From an optimization exercise on the open Yosys and OpenROAD flow, aimed at small area; shortcuts taken in it are not production practice.
Only simulation tests tie the RTL to the original design; equivalence was not proved.
No activity file was given, so power comes from the tool's default toggle rates.

==> flow/design.v <==
`default_nettype none
package qsfp_cfg_pkg;
   typedef logic [11:0] csr_addr_t;
   typedef logic [63:0] csr_data_t;
   typedef logic [7:0]  mod_byte_t;
   typedef logic [5:0]  byte_addr_t;
   typedef logic [2:0]  word_addr_t;
   typedef logic [15:0] i2c_cmd_t;
   localparam int SHADOW_BYTES = 64;
   localparam int SHADOW_WORDS = 8;
   localparam mod_byte_t QSFP_DEV_ADDR = 8'hA1;
endpackage
`default_nettype wire
`default_nettype none
package qsfp_csr_pkg;
   localparam logic [11:0] REG_ID      = 12'h000;
   localparam logic [11:0] REG_STATUS  = 12'h008;
   localparam logic [11:0] REG_CONFIG  = 12'h010;
   localparam logic [11:0] SHADOW_BASE = 12'h100;
   localparam logic [63:0] QSFP_FEATURE_ID = 64'h5153_4650_4354_0001;
   localparam int CFG_SOFTRST_MOD  = 0;
   localparam int CFG_SOFTRST_CTRL = 1;
   localparam int CFG_MODESEL      = 2;
   localparam int CFG_LPMODE       = 3;
   localparam int CFG_POLL_EN      = 4;
   localparam logic [63:0] CFG_RESET_VALUE = 64'h0;
   localparam int STS_MODPRSL   = 0;
   localparam int STS_INT_QSFP  = 1;
   localparam int STS_PAUSED    = 2;
   localparam int STS_CURR_ADDR = 8;
endpackage
`default_nettype wire
`timescale 1ns/1ps
`default_nettype none
module qsfp_poller (
   input  logic       clk,
   input  logic       rst_i,
   input  logic       poll_en_i,
   input  logic       rx_block_i,
   output logic       cmd_valid_o,
   output logic [15:0] cmd_data_o,
   input  logic       cmd_ready_i,
   input  logic       rx_valid_i,
   input  logic [7:0] rx_data_i,
   output logic       rx_ready_o,
   output logic       wr_en_o,
   output logic [5:0] wr_addr_o,
   output logic [7:0] wr_data_o,
   input  logic       wr_done_i,
   output logic       paused_o,
   output logic [5:0] curr_addr_o
);
   typedef enum logic [1:0] {
      IDLE,
      SEND_CMD,
      WAIT_BYTE
   } poll_state_t;
   poll_state_t state;
   logic [5:0]  curr_addr;
   logic        rx_take;
   logic [7:0]  hold_data;
   logic [5:0]  hold_addr;
   logic        hold_pend;
   logic [2:0]  gap;
   assign rx_ready_o = (state == WAIT_BYTE) && (gap == 3'd0) && !rx_block_i;
   assign rx_take    = rx_ready_o && rx_valid_i;
   always_ff @(posedge clk) begin
      if (rst_i) begin
         state     <= IDLE;
         curr_addr <= '0;
      end else begin
         case (state)
            IDLE:      if (poll_en_i) state <= SEND_CMD;
            SEND_CMD:  if (cmd_ready_i) state <= WAIT_BYTE;
            WAIT_BYTE: if (rx_take) state <= poll_en_i ? SEND_CMD : IDLE;
            default:   state <= IDLE;
         endcase
         if (rx_take)
            curr_addr <= curr_addr + 6'd1;
      end
   end
   always_ff @(posedge clk) begin
      if (rx_take) begin
         hold_data <= rx_data_i;
         hold_addr <= curr_addr;
      end
      if (rx_take)
         hold_pend <= 1'b1;
      else if (wr_done_i)
         hold_pend <= 1'b0;
      if (rx_take)
         gap <= 3'd7;
      else if (gap != 3'd0)
         gap <= gap - 3'd1;
   end
   assign cmd_valid_o = (state == SEND_CMD);
   assign cmd_data_o  = {qsfp_cfg_pkg::QSFP_DEV_ADDR, 2'b00, curr_addr};
   assign wr_en_o     = hold_pend;
   assign wr_addr_o   = hold_addr;
   assign wr_data_o   = hold_data;
   assign paused_o    = (state == IDLE);
   assign curr_addr_o = curr_addr;
endmodule
`default_nettype wire
`timescale 1ns/1ps
`default_nettype none
module qsfp_shadow_ram (
   input  logic       clk,
   input  logic       wr_en_i,
   input  logic [5:0] wr_addr_i,
   input  logic [7:0] wr_data_i,
   output logic       wr_done_o,
   input  logic [2:0] rd_word_i,
   output logic       rd_hit_o,
   output logic [63:0] rd_data_o
);
   logic [511:0] ring;    
   logic [2:0]  phase;     
   logic [63:0] merged;
   assign wr_done_o = wr_en_i && (phase == wr_addr_i[5:3]);
   always_comb begin
      merged = ring[63:0];
      for (int k = 0; k < 8; k++)
         if (wr_done_o && wr_addr_i[2:0] == 3'(k))
            merged[8*k +: 8] = wr_data_i;
   end
   always_ff @(posedge clk) begin
      phase <= phase + 3'd1;
      ring  <= {merged, ring[511:64]};
   end
   assign rd_hit_o  = (phase == rd_word_i);
   assign rd_data_o = merged;
endmodule
`default_nettype wire
`timescale 1ns/1ps
`default_nettype none
module qsfp_csr_regs (
   input  logic       clk,
   input  logic       rst_i,
   input  logic       wr_en_i,
   input  logic [1:0] rd_sel_i,
   input  logic [63:0]  wr_data_i,
   output logic [63:0]  rd_data_o,
   input  logic       modprsl_i,
   input  logic       int_qsfp_i,
   input  logic       paused_i,
   input  logic [5:0] curr_addr_i,
   output logic       modesel_o,
   output logic       lpmode_o,
   output logic       softreset_qsfpm_o,
   output logic       softreset_ctrl_o,
   output logic       poll_en_o
);
   logic [63:0] cfg_q;
   logic [63:0] status;
   always_ff @(posedge clk) begin
      if (rst_i)
         cfg_q <= qsfp_csr_pkg::CFG_RESET_VALUE;
      else if (wr_en_i)
         cfg_q <= wr_data_i;
   end
   assign softreset_qsfpm_o = cfg_q[qsfp_csr_pkg::CFG_SOFTRST_MOD];
   assign softreset_ctrl_o  = cfg_q[qsfp_csr_pkg::CFG_SOFTRST_CTRL];
   assign modesel_o         = cfg_q[qsfp_csr_pkg::CFG_MODESEL];
   assign lpmode_o          = cfg_q[qsfp_csr_pkg::CFG_LPMODE];
   assign poll_en_o         = cfg_q[qsfp_csr_pkg::CFG_POLL_EN];
   always_comb begin
      status = '0;
      status[qsfp_csr_pkg::STS_MODPRSL]  = modprsl_i;
      status[qsfp_csr_pkg::STS_INT_QSFP] = int_qsfp_i;
      status[qsfp_csr_pkg::STS_PAUSED]   = paused_i;
      status[qsfp_csr_pkg::STS_CURR_ADDR +: 6] = curr_addr_i;
   end
   always_comb begin
      case (rd_sel_i)
         qsfp_csr_pkg::REG_ID[4:3]:     rd_data_o = qsfp_csr_pkg::QSFP_FEATURE_ID;
         qsfp_csr_pkg::REG_STATUS[4:3]: rd_data_o = status;
         qsfp_csr_pkg::REG_CONFIG[4:3]: rd_data_o = cfg_q;
         default:         rd_data_o = '0;
      endcase
   end
endmodule
`default_nettype wire
`timescale 1ns/1ps
`default_nettype none
module qsfp_csr_decoder (
   input  logic       clk,
   input  logic       rst_i,
   input  logic       csr_req_valid_i,
   output logic       csr_req_ready_o,
   input  logic       csr_write_i,
   input  logic [11:0] csr_addr_i,
   input  logic [63:0] csr_wdata_i,
   output logic       csr_rsp_valid_o,
   input  logic       csr_rsp_ready_i,
   output logic [63:0] csr_rdata_o,
   output logic       reg_wr_en_o,
   output logic [1:0] reg_sel_o,
   output logic [63:0] reg_wr_data_o,
   input  logic [63:0] reg_rd_data_i,
   output logic       shadow_busy_o,
   output logic [2:0] shadow_word_o,
   input  logic       shadow_hit_i,
   input  logic [63:0] shadow_rd_data_i
);
   logic        is_reg;
   logic        is_cfg;
   logic        is_shadow;
   logic        req_take;
   logic        shadow_rd;
   logic        rsp_valid_q;
   logic        shadow_wait_q;
   logic [2:0]  wait_cnt_q;
   logic [2:0]  word_q;
   logic [63:0] rdata_q;
   assign is_cfg    = (csr_addr_i[11:3] == qsfp_csr_pkg::REG_CONFIG[11:3]);
   assign is_reg    = (csr_addr_i[11:3] == qsfp_csr_pkg::REG_ID[11:3]) ||
                      (csr_addr_i[11:3] == qsfp_csr_pkg::REG_STATUS[11:3]) || is_cfg;
   assign is_shadow = (csr_addr_i[11:6] == qsfp_csr_pkg::SHADOW_BASE[11:6]);
   assign csr_req_ready_o = !(rsp_valid_q || shadow_wait_q);
   assign req_take        = csr_req_valid_i && csr_req_ready_o;
   assign shadow_rd       = req_take && !csr_write_i && is_shadow;
   assign reg_sel_o      = csr_addr_i[4:3];
   assign reg_wr_data_o  = csr_wdata_i;
   assign reg_wr_en_o    = req_take && csr_write_i && is_cfg;
   assign shadow_busy_o  = shadow_wait_q;
   assign shadow_word_o  = word_q;
   always_ff @(posedge clk) begin
      if (rst_i) begin
         rsp_valid_q   <= 1'b0;
         shadow_wait_q <= 1'b0;
      end else if (shadow_rd) begin
         shadow_wait_q <= 1'b1;
      end else if (req_take) begin
         rsp_valid_q <= 1'b1;
      end else if (shadow_wait_q) begin
         if (wait_cnt_q == 3'd7) begin
            shadow_wait_q <= 1'b0;
            rsp_valid_q   <= 1'b1;
         end
      end else if (rsp_valid_q && csr_rsp_ready_i) begin
         rsp_valid_q <= 1'b0;
      end
   end
   always_ff @(posedge clk) begin
      if (shadow_rd) begin
         wait_cnt_q <= 3'd0;
         word_q     <= csr_addr_i[5:3];
      end else begin
         wait_cnt_q <= wait_cnt_q + 3'd1;
      end
   end
   always_ff @(posedge clk) begin
      if (req_take)
         rdata_q <= (!csr_write_i && is_reg) ? reg_rd_data_i : '0;
      else if (shadow_wait_q && shadow_hit_i)
         rdata_q <= shadow_rd_data_i;
   end
   assign csr_rsp_valid_o = rsp_valid_q;
   assign csr_rdata_o     = rdata_q;
endmodule
`default_nettype wire
`timescale 1ns/1ps
`default_nettype none
module qsfp_ctrl_top (
   input  logic      clk,
   input  logic      rst_i,
   input  logic      csr_req_valid_i,
   output logic      csr_req_ready_o,
   input  logic      csr_write_i,
   input  logic [11:0] csr_addr_i,
   input  logic [63:0] csr_wdata_i,
   output logic      csr_rsp_valid_o,
   input  logic      csr_rsp_ready_i,
   output logic [63:0] csr_rdata_o,
   output logic      cmd_valid_o,
   output logic [15:0]  cmd_data_o,
   input  logic      cmd_ready_i,
   input  logic      rx_valid_i,
   input  logic [7:0] rx_data_i,
   output logic      rx_ready_o,
   input  logic      modprsl_i,
   input  logic      int_qsfp_i,
   output logic      modesel_o,
   output logic      lpmode_o,
   output logic      softreset_qsfpm_o
);
   logic       ctrl_rst;
   logic       softreset_ctrl;
   logic       poll_en;
   logic       paused;
   logic [5:0] curr_addr;
   logic       sh_wr_en;
   logic [5:0] sh_wr_addr;
   logic [7:0]  sh_wr_data;
   logic       sh_wr_done;
   logic       sh_busy;
   logic       sh_rd_hit;
   logic [2:0] sh_rd_word;
   logic [63:0]  sh_rd_data;
   logic       reg_wr_en;
   logic [1:0] reg_sel;
   logic [63:0]  reg_wr_data;
   logic [63:0]  reg_rd_data;
   assign ctrl_rst = rst_i || softreset_ctrl;
   qsfp_poller u_poller (
      .clk         (clk),
      .rst_i       (ctrl_rst),
      .poll_en_i   (poll_en),
      .rx_block_i  (sh_busy),
      .cmd_valid_o (cmd_valid_o),
      .cmd_data_o  (cmd_data_o),
      .cmd_ready_i (cmd_ready_i),
      .rx_valid_i  (rx_valid_i),
      .rx_data_i   (rx_data_i),
      .rx_ready_o  (rx_ready_o),
      .wr_en_o     (sh_wr_en),
      .wr_addr_o   (sh_wr_addr),
      .wr_data_o   (sh_wr_data),
      .wr_done_i   (sh_wr_done),
      .paused_o    (paused),
      .curr_addr_o (curr_addr)
   );
   qsfp_shadow_ram u_shadow_ram (
      .clk       (clk),
      .wr_en_i   (sh_wr_en),
      .wr_addr_i (sh_wr_addr),
      .wr_data_i (sh_wr_data),
      .wr_done_o (sh_wr_done),
      .rd_word_i (sh_rd_word),
      .rd_hit_o  (sh_rd_hit),
      .rd_data_o (sh_rd_data)
   );
   qsfp_csr_decoder u_decoder (
      .clk              (clk),
      .rst_i            (rst_i),
      .csr_req_valid_i  (csr_req_valid_i),
      .csr_req_ready_o  (csr_req_ready_o),
      .csr_write_i      (csr_write_i),
      .csr_addr_i       (csr_addr_i),
      .csr_wdata_i      (csr_wdata_i),
      .csr_rsp_valid_o  (csr_rsp_valid_o),
      .csr_rsp_ready_i  (csr_rsp_ready_i),
      .csr_rdata_o      (csr_rdata_o),
      .reg_wr_en_o      (reg_wr_en),
      .reg_sel_o        (reg_sel),
      .reg_wr_data_o    (reg_wr_data),
      .reg_rd_data_i    (reg_rd_data),
      .shadow_busy_o    (sh_busy),
      .shadow_word_o    (sh_rd_word),
      .shadow_hit_i     (sh_rd_hit),
      .shadow_rd_data_i (sh_rd_data)
   );
   qsfp_csr_regs u_regs (
      .clk               (clk),
      .rst_i             (rst_i),
      .wr_en_i           (reg_wr_en),
      .rd_sel_i          (reg_sel),
      .wr_data_i         (reg_wr_data),
      .rd_data_o         (reg_rd_data),
      .modprsl_i         (modprsl_i),
      .int_qsfp_i        (int_qsfp_i),
      .paused_i          (paused),
      .curr_addr_i       (curr_addr),
      .modesel_o         (modesel_o),
      .lpmode_o          (lpmode_o),
      .softreset_qsfpm_o (softreset_qsfpm_o),
      .softreset_ctrl_o  (softreset_ctrl),
      .poll_en_o         (poll_en)
   );
endmodule
`default_nettype wire
==> flow/run.sh <==
#!/bin/bash
# synth_recipe.tcl (not shown) runs the flow's synth.tcl, then flattens the netlist and writes it again
# the make line also repeats each setting of config.mk as NAME=value (left out here)
make -C /OpenROAD-flow-scripts/flow DESIGN_CONFIG=/design/flow/config.mk WORK_HOME=/design/flow/orfs CLKGATE_MAP_FILE= SYNTH_SCRIPT=/design/flow/synth_recipe.tcl finish
==> flow/config.mk <==
export PLATFORM = sky130hd
export DESIGN_NAME = qsfp_ctrl_top
export DESIGN_NICKNAME = qsfp_ctrl_top
export VERILOG_FILES = /design/flow/design.v
export SDC_FILE = /design/flow/constraint.sdc
export NUM_CORES = 4
export LEC_CHECK = 0
export CAP_MARGIN = 20
export CORE_MARGIN = 2
export CORE_UTILIZATION = 40
export CTS_BUF_LIST = sky130_fd_sc_hd__clkbuf_2
export SLEW_MARGIN = 20
==> flow/constraint.sdc <==
create_clock -name core_clock -period 10.0 [get_ports {clk}]
set_input_delay 2.0000 -clock core_clock [delete_from_list [all_inputs] [get_ports {clk}]]
set_output_delay 2.0000 -clock core_clock [all_outputs]
set_load 0.01 [all_outputs]
==> flow_summary.ini, run 1 <==
[timing]
skew_ns = 0.05743
worst_slew_pin_slew_ns = 1.109
period_share_pct = 47.63
fmax_ghz = 0.2100
slew_headroom_pct = 25.92
rsz0062_at_grt = no
tns_ns = 0
slew_viol_final = 0
setup_violations = 0
hold_violations = 0
min_period_ns = 4.763

[synth]
synth_edf_count = 81
syn_area_um2 = 17980
syn_area_per_cell_um2 = 14.97
synthArstFlopShare_pct = 0
synth_warnings = 4
ys_ff_latch = 677
ys_types = 47
ys_seq_area_share_pct = 79.91
synthFlopType = dfxtp_1
syn-instance-count = 1201

[cts]
root_buffer = clkbuf_2
postCtsSetupRepairBufs = 0
clk_pin_slew_ns = 0.11
hold_buffers = 0
tritoncts = done
clock_latency_ns = 1.05
cts_buffer_depth = 3
ctsHtreeMaxLevel = 4
cts_resized = 0
cts.sinks = 677
cts_buffers = 161

[status]
status = timing/DRC/antenna clean

[place]
gp_congestion = 0.7300
hpwl_mm = 22.04
port_buffers = 166

[floorplanning]
die_w_um = 216.0
die_area_um2 = 46650
die-height_um = 216.0
initial_utilization_pct = 40.56
placeableCoreArea_um2 = 44320
io_pins = 180
num_rows = 77

[pwr]
ir_drop_mv = 0.07909
power.density_nw_per_um2 = 216.4
p_seq_share_pct = 59.0
p_sw_mw = 1.090
power_mw = 4.707
p_int_mw = 3.617
power.leakage_nw = 8.506
swShare_pct = 23.16
clkPwrFrac_pct = 37.8
combPwrFrac_pct = 3.2

[global_route]
grt_pass1_vias = 10685
grt_pass1_wl_mm = 58.55
track_usage_pct = 16.60
antenna_found_initial = 4
gr-total-overflow = 0
grt_max_degree = 68

[route]
vias_per_cell = 4.586
wl_per_cell_um = 17.19
drt_iter0_markers = 521
ant_nets = 0
drc = 0
first_pass_iters = 4
met1Wirelength_mm = 17.64
dr_wl_met2_mm = 17.88
top_layer = met4
routed_wl_mm = 38.02
route.vias.total = 10145
route.met3.wl_mm = 2.013

[cells_and_area]
final_net_count = 1587
synthToLayoutAreaGrowth_pct = 21.01
drive_gt1_share_pct = 22.38

[setup_path]
arrival_ns = 2.76
end_kind = output port
crit_type = reg -> out
worst-path-max-fanout = 6
cp.required_ns = 8.00
startpoint_type = register

[job]
maxCapViolCount = 0

[min_path]
hold_path.class = reg -> reg
per-stage QoR:
step | worst slack [ns] | utilization (%) | hold WS [ns] | area [µm²] | instances
after global placement | 4.362 | 45.55 | 0.3097 | 20190 | 1917
after floorplan | 5.091 | - | 0.3096 | 18010 | 1209
after detailed placement | 4.281 | 45.57 | 0.3121 | 20200 | 1917
final | 5.237 | 49.08 | 0.2883 | 21750 | 2212
after global routing | 4.953 | 49.05 | 0.2862 | 21740 | 2206
after CTS | 5.071 | 49.02 | 0.2865 | 21730 | 2205
Yosys cell counts (all sizes together), types with 8 or more instances:
master	n	share of area, %
nand2	9	0.19
nand3	66	1.8
o21ai	69	1.9
dfxtp	596	66
o2bb2ai	18	1.2
inv	8	0.17
clkbuf	43	0.90
xnor2	8	0.39
nor2	8	0.17
a21oi	72	2.0
nor2b	24	0.84
edfxtp	81	14
nand4	9	0.31
buf	20	0.97
mux2	65	4.1
a22o	53	2.6
power groups by stage:
stage	Clock (mW)	Combinational, mW	Sequential (mW)
floorplan	0	0.0624	2.85
global placement	0	0.149	2.84
detailed placement	0	0.151	2.84
CTS	1.85	0.152	2.78
global route	1.99	0.164	2.78
finish	1.78	0.151	2.78
metal layers:
layer / up-vias / global-route usage (%)
met5: - / 0
met4: 0 / 6.758
met3: 43 / 5.271
met2: 294 / 25.70
met1: 4941 / 21.58
li1: 4867 / -
worst paths after layout:
check | cells past startpoint | slack [ns] | startpoint | endpoint
setup / recovery | 5 | 5.24 | u_poller.gap[0]$_SDFFE_PP1P_ | rx_ready_o
hold reg to reg | 0 | 0.29 | u_shadow_ram.ring[414]$_DFF_P_ | u_shadow_ram.ring[350]$_DFF_P_
hold / removal | 0 | 0.29 | u_shadow_ram.ring[414]$_DFF_P_ | u_shadow_ram.ring[350]$_DFF_P_
setup reg to reg | 4 | 6.99 | u_decoder.shadow_wait_q$_SDFFE_PP0P_ | u_decoder.rdata_q[21]$_DFFE_PP_
cell type report:
class                   count  area, µm²
fillers                  4015      22570
flip-flops and latches    677      14360
multi-input cells         461       3317
repair buffers            179       1754
clock buffers             242       1211
well taps                 592      740.7
clock inverters            46      317.8
inverters                   8      30.03
diodes                      7      17.52
state kept, by name, summed over array words and instances (netlist names):
register / cells
u_poller.hold_addr: 6
u_poller.curr_addr: 6
u_shadow_ram.phase: 3
u_poller.hold_pend: 1
u_poller.state: 2
u_decoder.rsp_valid_q: 1
u_poller.hold_data: 8
u_decoder.word_q: 3
u_poller.gap: 3
u_shadow_ram.ring: 512
u_decoder.shadow_wait_q: 1
u_regs.cfg_q: 64
u_decoder.wait_cnt_q: 3
u_decoder.rdata_q: 64
cells by family after synthesis:
| kind of cell | after synthesis | share of synthesized area (%) |
|---|---|---|
| AO/OA/AOI/OAI | 217 | 7.977 |
| XOR/XNOR | 13 | 0.6334 |
| adder cells (fa/ha/maj) | 6 | 0.4176 |
| buffers and inverters | 71 | 2.039 |
| flip-flops | 677 | 79.91 |
| multiplexers | 66 | 4.128 |
| other | 2 | 0.04178 |
| AND/OR/NAND/NOR | 149 | 4.858 |
placed cells by master, fill, tap and decap left out, types with 5 or more instances in the layout:
| cell | instances |
|---|---|
| clkdlybuf4s50_1 | 165 |
| o21ai_0 | 69 |
| nor2_1 | 8 |
| dfxtp_1 | 596 |
| edfxtp_1 | 81 |
| xnor2_1 | 8 |
| o2bb2ai_2 | 10 |
| mux2_2 | 65 |
| clkinv_2 | 5 |
| a21oi_1 | 72 |
| nand3_1 | 65 |
| o2bb2ai_1 | 8 |
| inv_1 | 8 |
| ha_1 | 6 |
| nand4_1 | 9 |
| a22o_1 | 53 |
| conb_1 | 10 |
| xor2_1 | 5 |
| clkbuf_2 | 242 |
| nand2_1 | 8 |
| clkinv_1 | 30 |
| nor2b_1 | 24 |
| or3_1 | 5 |
| diode_2 | 7 |
| bufinv_16 | 5 |
| buf_4 | 13 |
critical path, stage by stage (launching register included):
cell and delay, ns:
dfxtp_1 0.31, inv_1 0.11, ha_1 0.17, nor2b_1 0.37, and2_1 0.24, clkdlybuf4s50_1 0.56
==> inputs of run 2 (changes only) <==
--- a/flow/config.mk
+++ b/flow/config.mk
@@ -8,5 +8,4 @@
 export CAP_MARGIN = 20
 export CORE_MARGIN = 2
 export CORE_UTILIZATION = 40
-export CTS_BUF_LIST = sky130_fd_sc_hd__clkbuf_2
 export SLEW_MARGIN = 20
==> flow_summary.ini, run 2 <==
[synth]
synthFlopType = dfxtp_1
ys_ff_latch = 677
synth.most_common_cell = dfxtp_1
syn_area_per_cell_um2 = 14.97
yosys-top-cells-area = dfxtp_1 (66%), edfxtp_1 (14%), mux2_2 (4.1%), a22o_1 (2.6%), a21oi_1 (2.0%)
synth_top_cell_area_share_pct = 66.37
synth_edf_count = 81
yosys.area.top_type = dfxtp_1
syn_area_um2 = 17980
synthArstFlopShare_pct = 0
ys_types = 47
synth_warnings = 4
syn-instance-count = 1201
ys_seq_area_share_pct = 79.91
ys_top_cells_by_count = dfxtp_1 (596), edfxtp_1 (81), a21oi_1 (72), o21ai_0 (69), nand3_1 (66)

[cells_and_area]
top_register = u_shadow_ram.ring
final_cell_mix = dfxtp_1 (596), clkdlybuf4s50_1 (165), edfxtp_1 (81), a21oi_1 (72), o21ai_0 (69)
top_regs = u_shadow_ram.ring x512, u_decoder.rdata_q x64, u_regs.cfg_q x64
fin_util_pct = 50.30
largest_reg_flops = 512
layout_commonest_cell = dfxtp_1
drive_gt1_share_pct = 14.04
synthToLayoutAreaGrowth_pct = 24.02
nFillCells = 3812
final_net_count = 1487

[job]
maxCapViolCount = 0

[timing]
period_share_pct = 50.30
slew_headroom_pct = 27.44
rsz0062_at_grt = no
setup_violations = 0
hold_violations = 0
min_period_ns = 5.030
skew_ns = 0.02014
slew_viol_final = 0
tns_ns = 0
fmax_ghz = 0.1988
worst_slew_pin_slew_ns = 1.086

[route]
first_pass_iters = 5
vias_per_cell = 4.689
drc = 0
drt_iter0_markers = 542
routed_wl_mm = 37.39
ant_nets = 0
route.vias.total = 9543
wl_per_cell_um = 18.37

[global_route]
grt_pass1_vias = 9765
grt_pass1_wl_mm = 56.94
gr-total-overflow = 0
grt_max_degree = 68
antenna_found_initial = 2
track_usage_pct = 16.08

[floorplanning]
die-height_um = 216.0
initial_utilization_pct = 40.56
die_w_um = 216.0
num_rows = 77
placeableCoreArea_um2 = 44320
io_pins = 180
die_area_um2 = 46650

[setup_path]
crit_family = simple AND/OR/NAND/NOR gates
end_kind = register
worst-path-max-fanout = 33
arrival_ns = 5.46
rrSetupSlack_ns = 7.01
crit_top_cell = buf_4
crit_slowest_cell = nor2b_1
path_cells = clkdlybuf4s50_1 -> buf_4 -> nor2b_1 -> nand3_2 -> buf_4 -> o21ai_0 -> a21oi_1
crit_type = in -> reg
r2r-start = u_decoder.shadow_wait_q$_SDFFE_PP0P_
cp.required_ns = 10.43
r2r_cells = 4
cpPeakStageDelay_ns = 0.91
r2r_end = u_decoder.rdata_q[21]$_DFFE_PP_
startpoint_type = primary input
critPathBufInv = 3

[status]
status = timing/DRC/antenna clean

[min_path]
holdPathEnd = u_shadow_ram.ring[137]$_DFF_P_
hp-start = u_shadow_ram.ring[201]$_DFF_P_
hold_path_depth = 0
hold_path.class = reg -> reg

[cts]
cts_resized = 0
cts.sinks = 677
hold_buffers = 0
postCtsSetupRepairBufs = 0
cts_buffer_depth = 3
tritoncts = done
ctsHtreeMaxLevel = 2
root_buffer = clkbuf_16
clock_latency_ns = 0.60
clk_pin_slew_ns = 0.06
cts_buffers = 61

[pwr]
power.density_nw_per_um2 = 236.7
power.leakage_nw = 8.379
power_mw = 5.276
ir_drop_mv = 0.1422

[place]
port_buffers = 166
hpwl_mm = 22.04
gp_congestion = 0.7300
## run 2: cell counts after synthesis
No cell type changed its count.
## run 2: final cells by class
type	instances	area [µm²]	area share, %
repair buffers	179	1754	7.868
clock buffers	93	1884	8.452
flip-flops and latches	677	14360	64.43
well taps	592	740.7	3.322
multi-input cells	461	3317	14.88
inverters	8	30.03	0.1347
clock inverters	21	193.9	0.8699
diodes	4	10.01	0.04490
## run 2: logic make-up (layout without fill, tap and decap cells)
| family | Yosys count | after routing | share of synthesized area (%) |
|---|---|---|---|
| other | 2 | 14 | 0.04178 |
| adder cells (fa/ha/maj) | 6 | 6 | 0.4176 |
| XOR/XNOR | 13 | 13 | 0.6334 |
| AO/OA/AOI/OAI | 217 | 217 | 7.977 |
| multiplexers | 66 | 66 | 4.128 |
| flip-flops | 677 | 677 | 79.91 |
| AND/OR/NAND/NOR | 149 | 149 | 4.858 |
| buffers and inverters | 71 | 301 | 2.039 |
## run 2: power breakdown
part	total, mW	switching [mW]	internal [mW]
Sequential	2.78	0.00870	2.77
Clock	2.34	0.967	1.38
Combinational	0.151	0.0758	0.0750
Total	5.28	1.05	4.22
## run 2: worst reg2reg max path, stage by stage (launching register included)
cell and delay (ns):
dfxtp_1 0.41, or3b_4 0.45, nor4_4 0.72, and2_2 0.96, a22o_1 0.32
## run 2: layer usage
metal / vias to the layer above / share of wire, % / GRT usage (%)
met4: 0 / 2.2 / 5.982
met3: 65 / 4.7 / 3.143
li1: 4572 / - / -
met1: 4665 / 48 / 22.10
met2: 241 / 46 / 25.26
met5: - / 0 / 0
## run 2: worst max path at each step
stage                         start  slack, ns  cells past startpoint                              to
floorplan           csr_req_valid_i       5.09                      5  u_decoder.rdata_q[0]$_DFFE_PP_
global placement      csr_addr_i[4]       4.36                      7   u_regs.cfg_q[10]$_SDFFE_PP0P_
detailed placement    csr_addr_i[4]       4.28                      7   u_regs.cfg_q[27]$_SDFFE_PP0P_
CTS                   csr_addr_i[4]       4.94                      7    u_regs.cfg_q[1]$_SDFFE_PP0P_
global route          csr_addr_i[4]       4.73                      7    u_regs.cfg_q[1]$_SDFFE_PP0P_
finish                csr_addr_i[4]       4.97                      7   u_regs.cfg_q[27]$_SDFFE_PP0P_
## run 2: stage by stage
stage / area [µm²] / hold slack, ns / setup slack, ns / instances
2_1_floorplan: 18010 / 0.3096 / 5.091 / 1209
3_3_place_gp: 20190 / 0.3097 / 4.362 / 1917
3_5_place_dp: 20200 / 0.3121 / 4.281 / 1917
4_1_cts: 22280 / 0.3017 / 4.935 / 2031
5_1_grt: 22280 / 0.3053 / 4.729 / 2031
6_report: 22290 / 0.3081 / 4.970 / 2035
==> inputs of run 3 (changes only) <==
--- a/flow/config.mk
+++ b/flow/config.mk
@@ -8,4 +8,5 @@
 export CAP_MARGIN = 20
 export CORE_MARGIN = 2
 export CORE_UTILIZATION = 40
+export CTS_BUF_LIST = sky130_fd_sc_hd__clkbuf_4
 export SLEW_MARGIN = 20
==> flow_summary.ini, run 3 <==
[timing]
tns_ns = 0
slew_viol_final = 0
skew_ns = 0.04063
min_period_ns = 4.864
slew_headroom_pct = 27.56
worst_slew_pin_slew_ns = 1.084
setup_violations = 0
fmax_ghz = 0.2056
setup_ws_ns = 5.136
hold_violations = 0
rsz0062_at_grt = no
period_share_pct = 48.64

[cells_and_area]
largest_reg_flops = 512
top_regs = u_shadow_ram.ring x512, u_decoder.rdata_q x64, u_regs.cfg_q x64
final_cell_mix = dfxtp_1 (596), clkbuf_4 (247), clkdlybuf4s50_1 (165), edfxtp_1 (81), a21oi_1 (72)
final_net_count = 1588
synthToLayoutAreaGrowth_pct = 24.95
nFillCells = 3915
drive_gt1_share_pct = 22.77
top_register = u_shadow_ram.ring
layout_commonest_cell = dfxtp_1

[pwr]
power.density_nw_per_um2 = 234.8
ir_drop_mv = 0.09039
power.leakage_nw = 8.672

[status]
status = timing/DRC/antenna clean

[route]
first_pass_iters = 5
routed_wl_mm = 38.11
wl_per_cell_um = 17.22
route.vias.total = 10185
ant_nets = 0
drc = 0
vias_per_cell = 4.602
drt_iter0_markers = 505

[cts]
cts_buffers = 162
cts.sinks = 677
postCtsSetupRepairBufs = 0
root_buffer = clkbuf_4
cts_resized = 0
tritoncts = done
clock_latency_ns = 0.81
ctsHtreeMaxLevel = 4
cts_buffer_depth = 3
hold_buffers = 0
clk_pin_slew_ns = 0.07

[synth]
synth_edf_count = 81
ys_ff_latch = 677
synth.most_common_cell = dfxtp_1
synthArstFlopShare_pct = 0
yosys-top-cells-area = dfxtp_1 (66%), edfxtp_1 (14%), mux2_2 (4.1%), a22o_1 (2.6%), a21oi_1 (2.0%)
syn-instance-count = 1201
yosys.area.top_type = dfxtp_1
synth_warnings = 4
ys_seq_area_share_pct = 79.91
synth_top_cell_area_share_pct = 66.37
syn_area_per_cell_um2 = 14.97
ys_types = 47
syn_area_um2 = 17980
ys_top_cells_by_count = dfxtp_1 (596), edfxtp_1 (81), a21oi_1 (72), o21ai_0 (69), nand3_1 (66)
synthFlopType = dfxtp_1

[floorplanning]
die_area_um2 = 46650
initial_utilization_pct = 40.56
placeableCoreArea_um2 = 44320
io_pins = 180
die-height_um = 216.0
die_w_um = 216.0
num_rows = 77

[global_route]
antenna_found_initial = 4
gr-total-overflow = 0
grt_pass1_vias = 10635
grt_max_degree = 68
grt_pass1_wl_mm = 58.76
track_usage_pct = 16.66

[setup_path]
end_kind = register
crit_type = in -> reg
startpoint_type = primary input
arrival_ns = 5.50
path_cells = clkdlybuf4s50_1 -> buf_4 -> nor2b_1 -> nand3_2 -> buf_4 -> o21ai_0 -> a21oi_1
worst-path-max-fanout = 33
crit_top_cell = buf_4
cp.required_ns = 10.64
cpPeakStageDelay_ns = 0.91
crit_slowest_cell = nor2b_1

[place]
hpwl_mm = 22.04
port_buffers = 166
gp_congestion = 0.7300
post-place-ws_ns = 4.281

[min_path]
hold_path.class = reg -> reg

[job]
maxCapViolCount = 0
==> run 3: cell counts after synthesis <==
No cell type changed its count.
==> run 3: per-layer routing <==
layer / global-route usage (%) / up-vias / part of all wire [%] / routed length (µm)
met5: 0 / - / 0 / 0
met2: 25.79 / 297 / 47 / 17890
met1: 21.67 / 4969 / 46 / 17640
met3: 5.271 / 45 / 5.4 / 2051
met4: 6.781 / 0 / 1.4 / 527
li1: - / 4874 / - / -
==> run 3: cell type report <==
type / count / area, µm² / area share [%]
Antenna cell: 5 / 12.51 / 0.05570
Clock buffer: 247 / 1854 / 8.255
Clock inverter: 44 / 389.1 / 1.732
Inverter: 8 / 30.03 / 0.1337
Multi-Input combinational cell: 461 / 3317 / 14.77
Sequential cell: 677 / 14360 / 63.95
Tap cell: 592 / 740.7 / 3.298
Timing Repair Buffer: 179 / 1754 / 7.810
==> run 3: final timing paths <==
path / startpoint / end / slack, ns / cells past startpoint
hold / removal: u_shadow_ram.ring[174]$_DFF_P_ / u_shadow_ram.ring[110]$_DFF_P_ / 0.30 / 0
setup / recovery: csr_addr_i[4] / u_regs.cfg_q[27]$_SDFFE_PP0P_ / 5.14 / 7
hold reg to reg: u_shadow_ram.ring[174]$_DFF_P_ / u_shadow_ram.ring[110]$_DFF_P_ / 0.30 / 0
setup reg to reg: u_decoder.shadow_wait_q$_SDFFE_PP0P_ / u_decoder.rdata_q[21]$_DFFE_PP_ / 7.04 / 4
==> run 3: stage by stage <==
stage	hold slack (ns)	utilization (%)	power, mW	instance area (µm²)	cells
detailed placement	0.3121	45.57	2.993	20200	1917
global placement	0.3097	45.55	2.991	20190	1917
floorplan	0.3096	-	2.909	18010	1209
CTS	0.2907	50.64	5.353	22440	2208
finish	0.3042	50.68	5.273	22460	2213
global route	0.3151	50.66	5.516	22450	2209
==> run 3: cell families (layout without fill, tap and decap cells) <==
| kind of cell | after synthesis | count (layout) | synth area share, % |
|---|---|---|---|
| flip-flops | 677 | 677 | 79.91 |
| AO/OA/AOI/OAI | 217 | 217 | 7.977 |
| AND/OR/NAND/NOR | 149 | 149 | 4.858 |
| buffers and inverters | 71 | 478 | 2.039 |
| multiplexers | 66 | 66 | 4.128 |
| XOR/XNOR | 13 | 13 | 0.6334 |
| adder cells (fa/ha/maj) | 6 | 6 | 0.4176 |
| other | 2 | 15 | 0.04178 |
==> run 3: power breakdown <==
group	total (mW)	internal [mW]	switching, mW
sequential	2.78	2.77	0.00881
combinational	0.151	0.0751	0.0760
clock	2.34	1.33	1.01
==> run 3: critical path, delay by kind of cell <==
family,cells,cell delay [ns]
AOI/OAI and AO/OA,2,0.35
buffers and inverters,3,1.36
and+or+nand+nor,2,1.71

==> afterwards: timing with drivers on the ports <==
How much do the figures lean on ideal ports? The routed layouts below were timed once more, with nothing changed but the port constraints.
Step 1 assumes that a clkbuf_16 drives the clock port and a buf_2 every other input.
Step 2 adds t to the input delays and takes it off the output delays; t is the mean of the earliest and latest rising clock arrival at the registers after step 1. Input paths then give back, and output paths get back, about the clock's delay inside the block.
Three values: ideal, step 1, step 2; two values: the first two.
run	t, ns	setup slack, ns	hold WS [ns]	slew at the worst register clock pin (ns)	worst slew at a driven data input, ns
run 1	1.059	5.237 / 5.191 / 4.286	0.288 / 0.288 / 0.288	0.12 / 0.12	0.07
run 2	0.643	4.970 / 4.990 / 4.347	0.308 / 0.308 / 0.308	0.07 / 0.07	0.07
run 3	0.839	5.136 / 5.151 / 4.312	0.304 / 0.304 / 0.304	0.07 / 0.07	0.07
After both steps setup and hold are still met in every run listed. For run 1, which loses most, drivers alone change the setup slack by -0.046 ns; drivers and shift together by -0.951 ns.
